What follows belongs to an exercise in optimizing a design on an open flow for small area, a short achievable clock period and few clock cycles; a production flow would make more cautious choices.
Only simulation tests tie the RTL to the original design; equivalence was not proved.
Power is estimated from default activity; no workload was simulated.

## build 96
==> flow/design.v (excerpt) <==
module matrix3_add_mul_commutator_top (
  input  logic                     clk,
  input  logic                     rst,
  input  logic                     cfg_we,
  input  logic [m3c_pkg::OP_W-1:0] cfg_wdata,
  input  logic                     cmd_valid,
  output logic                     cmd_stall,
  input  m3c_pkg::cmd_word_t       cmd_data,
  output logic                     res_valid,
  input  logic                     res_stall,
  output m3c_pkg::res_word_t       res_data
);
==> flow/config.mk <==
export PLATFORM = sky130hd
export DESIGN_NAME = matrix3_add_mul_commutator_top
export DESIGN_NICKNAME = matrix3_add_mul_commutator_top
export VERILOG_FILES = /design/flow/design.v
export SDC_FILE = /design/flow/constraint.sdc
export NUM_CORES = 4
export LEC_CHECK = 0
export ABC_CLOCK_PERIOD_IN_PS = 3500
export CAP_MARGIN = 20
export CORE_MARGIN = 2
export CORE_UTILIZATION = 40
export SETUP_SLACK_MARGIN = 5
export SLEW_MARGIN = 20
==> flow/constraint.sdc <==
create_clock -name core_clock -period 9.0 [get_ports {clk}]
set_input_delay 1.8000 -clock core_clock [delete_from_list [all_inputs] [get_ports {clk}]]
set_output_delay 1.8000 -clock core_clock [all_outputs]
set_load 0.01 [all_outputs]
standard.sh (not shown) runs the stock make flow with config.mk's settings and CLKGATE_MAP_FILE= SYNTH_SCRIPT=/design/flow/synth_recipe.tcl, a recipe that flattens the netlist after the stock synthesis.
==> flow/flow/run.sh <==
#!/bin/bash
# The standard layout, with timing repair aimed at a shorter period than the constraint's
# (the constraint itself is unchanged), port buffers of a stronger cell, and a clock tree with
# larger sink clusters and no dummy loads.
set -euo pipefail
bash standard.sh SETUP_SLACK_MARGIN=6 "BUFFER_PORTS_ARGS=-buffer_cell sky130_fd_sc_hd__buf_4" \
  "CTS_ARGS=-sink_clustering_enable -repair_clock_nets -dont_use_dummy_load -sink_clustering_size 25 -sink_clustering_max_diameter 150" \
  finish > orfs_make.log 2>&1
Build 96 reached the end of the flow, and the finished layout is clean on the timing, DRC and antenna checks.
Testbench counts of build 96, summed over its fixed seeds: cycles 8,901.
### build 96 -> build 90
- CORE_UTILIZATION now 55, was 40
==> comparison <==
Global-route wire length before repair, build 90 and build 96, lower one = build 96. Taking build 96 as the reference point, the power share of the clock group of build 90 falls by 0.5 points. Net count reported at finish delta (build 90 -> build 96): insignificant. Any difference in maximum frequency from static timing analysis between build 90 and build 96 is small enough to ignore. Build 90 and build 96 ended up with nearly the same power in combinational cells.
Changes in build 72 relative to build 90:
- CORE_UTILIZATION now 40, was 55
==> flow/flow/run.sh <==
#!/bin/bash
# The standard layout, with timing repair aimed at a shorter period than the constraint's
# (the constraint itself is unchanged) and port buffers of a stronger cell.
set -euo pipefail
bash standard.sh SETUP_SLACK_MARGIN=6 "BUFFER_PORTS_ARGS=-buffer_cell sky130_fd_sc_hd__buf_4" finish > orfs_make.log 2>&1
Summary of build 72 over build 90: cell-internal power has increased, number of cells upsized or downsized after cts has increased, final cycle utilization of the critical path has increased, via count has increased, number of levels the H-tree was split into has increased. Changes observed in build 72 relative to build 90: design area rose by about 7.5%, worst setup slack for register-to-register paths fell by 0.02 ns. Density: build 72 sparser than build 90. In build 72, layout filler cell count is higher than in build 90. Summary of build 72 over build 90: count of inserted tapcells went up by 40%, power went up by 0.0023 W.
### build 72 -> build 86
- CORE_UTILIZATION: 40 -> 55
==> comparison <==
Build 86 vs build 72 — number of nets in the finished design dropped slightly
Reported for build 72 and build 86, synthesized area turned out identical to the last digit.
Cmp build 72 and build 86 / transition time of the tightest slew-check pin / higher: build 86
Sum of internal, switching and leakage power was higher in build 72 than in build 86.
Looking at count of clock buffers in the final design, build 86 sits above build 72.
In build 86 relative to build 72, achievable clock frequency had gone up slightly.
Build 86 against build 72: number of ordinary and repair buffers in the finished layout went down 10%; die area decreased 0.031 mm².
Build 86 ends up with a worst IR drop on VDD that is 0.000051 V higher than in build 72.

========
Starting RTL as in the previous note.
==> flow/config.mk <==
export PLATFORM = sky130hd
export DESIGN_NAME = matrix3_add_mul_commutator_top
export DESIGN_NICKNAME = matrix3_add_mul_commutator_top
export VERILOG_FILES = /design/flow/design.v
export SDC_FILE = /design/flow/constraint.sdc
export NUM_CORES = 4
export LEC_CHECK = 0
export ABC_CLOCK_PERIOD_IN_PS = 3500
export CAP_MARGIN = 20
export CORE_MARGIN = 2
export CORE_UTILIZATION = 55
export SETUP_SLACK_MARGIN = 5
export SLEW_MARGIN = 20
==> flow/constraint.sdc <==
create_clock -name core_clock -period 9.0 [get_ports {clk}]
set_input_delay 1.8000 -clock core_clock [delete_from_list [all_inputs] [get_ports {clk}]]
set_output_delay 1.8000 -clock core_clock [all_outputs]
set_load 0.01 [all_outputs]
==> flow/flow/run.sh <==
#!/bin/bash
# The standard layout, with timing repair aimed at a shorter period than the constraint's
# (the constraint itself is unchanged), port buffers of a stronger cell, and a clock tree with
# larger sink clusters and no dummy loads.
set -euo pipefail
bash standard.sh SETUP_SLACK_MARGIN=6 TNS_END_PERCENT=10 "BUFFER_PORTS_ARGS=-buffer_cell sky130_fd_sc_hd__buf_4" \
  "CTS_ARGS=-sink_clustering_enable -repair_clock_nets -dont_use_dummy_load -sink_clustering_size 25 -sink_clustering_max_diameter 150" \
  finish > orfs_make.log 2>&1
The baseline finished with timing, DRC and antenna clean.
Testbench counts at the start, summed over its fixed seeds: cycles 8,901.
Change:
--- a/flow/flow/run.sh
+++ b/flow/flow/run.sh
@@ -4,5 +4,5 @@
 # larger sink clusters and no dummy loads.
 set -euo pipefail
-bash standard.sh SETUP_SLACK_MARGIN=6 TNS_END_PERCENT=10 "BUFFER_PORTS_ARGS=-buffer_cell sky130_fd_sc_hd__buf_4" \
+bash standard.sh SETUP_SLACK_MARGIN=6 "BUFFER_PORTS_ARGS=-buffer_cell sky130_fd_sc_hd__buf_4" \
   "CTS_ARGS=-sink_clustering_enable -repair_clock_nets -dont_use_dummy_load -sink_clustering_size 25 -sink_clustering_max_diameter 150" \
   finish > orfs_make.log 2>&1
--- a/flow/config.mk
+++ b/flow/config.mk
@@ -9,5 +9,5 @@
 export CAP_MARGIN = 20
 export CORE_MARGIN = 2
-export CORE_UTILIZATION = 55
+export CORE_UTILIZATION = 65
 export SETUP_SLACK_MARGIN = 5
 export SLEW_MARGIN = 20
The new run ran to the end with no violations.
Final area grows by 0.47%.
Sequential power hardly moves.
Critical path depth shrinks by 2.
Core utilization grows by 12 points.
Flip-flop and latch count does not change.
Synthesized area stays the same.
Wire length shrinks by 3.2%.
Global-route usage grows by 4.3 points.
Combinational power is about the same.
Synthesized cell count is unchanged.
Worst hold slack improved by 0.010 ns.
Change:
--- a/flow/flow/run.sh
+++ b/flow/flow/run.sh
@@ -5,4 +5,4 @@
 set -euo pipefail
 bash standard.sh SETUP_SLACK_MARGIN=6 "BUFFER_PORTS_ARGS=-buffer_cell sky130_fd_sc_hd__buf_4" \
-  "CTS_ARGS=-sink_clustering_enable -repair_clock_nets -dont_use_dummy_load -sink_clustering_size 25 -sink_clustering_max_diameter 150" \
+  "CTS_ARGS=-sink_clustering_enable -repair_clock_nets -dont_use_dummy_load -sink_clustering_size 20 -sink_clustering_max_diameter 120" \
   finish > orfs_make.log 2>&1
--- a/flow/config.mk
+++ b/flow/config.mk
@@ -9,5 +9,5 @@
 export CAP_MARGIN = 20
 export CORE_MARGIN = 2
-export CORE_UTILIZATION = 65
+export CORE_UTILIZATION = 40
 export SETUP_SLACK_MARGIN = 5
 export SLEW_MARGIN = 20
After rerunning: Clock skew came out higher by 0.021 ns. Hold slack gets worse by 0.0068 ns. Core utilization falls by 27 points. Area after synthesis is unchanged. Wire length decreases by 4.6%. Die area grows by 61%. Power came out higher by 3.0%. Via count fell by 4.5%.

-- separate check: timing with driven ports --
Ports are ideal in the flow. The routed layouts listed here were re-timed in OpenROAD. Step 1: set_driving_cell puts a clkbuf_16 on clk and a buf_2 on each other input, an assumption about the parent block. Step 2 times the ports against the registers' clock, not the clock port: input delays grow and output delays shrink by t, the midpoint of the rising clock arrivals with the driver on. Slacks: ideal / step 1 / step 2; pairs: ideal / step 1.
run | shift t [ns] | slack for setup (ns) | worst setup path at the end | clock arrival spread, ns | pins driven straight from the clock port
build 96 | 0.706 | 5.964 / 5.931 / 5.518 | input to register | 0.066 / 0.066 | 1
build 90 | 0.674 | 5.967 / 5.930 / 5.504 | input to register | 0.073 / 0.072 | 1
build 72 | 0.756 | 5.946 / 5.903 / 5.462 | input to register | 0.075 / 0.075 | 1
build 86 | 0.740 | 5.958 / 5.888 / 5.554 | input to register | 0.043 / 0.043 | 1
the first run of note 2 | 0.686 | 5.918 / 5.910 / 5.342 | input to register | 0.065 / 0.065 | 1
the second run of note 2 | 0.675 | 5.951 / 5.951 / 5.563 | input to register | 0.065 / 0.066 | 1
the third run of note 2 | 0.704 | 5.917 / 5.917 / 5.458 | input to register | 0.101 / 0.101 | 1
After both steps every run listed still meets setup and hold. For the first run of note 2, which loses most, drivers alone change the setup slack by -0.008 ns; drivers and shift together by -0.576 ns.
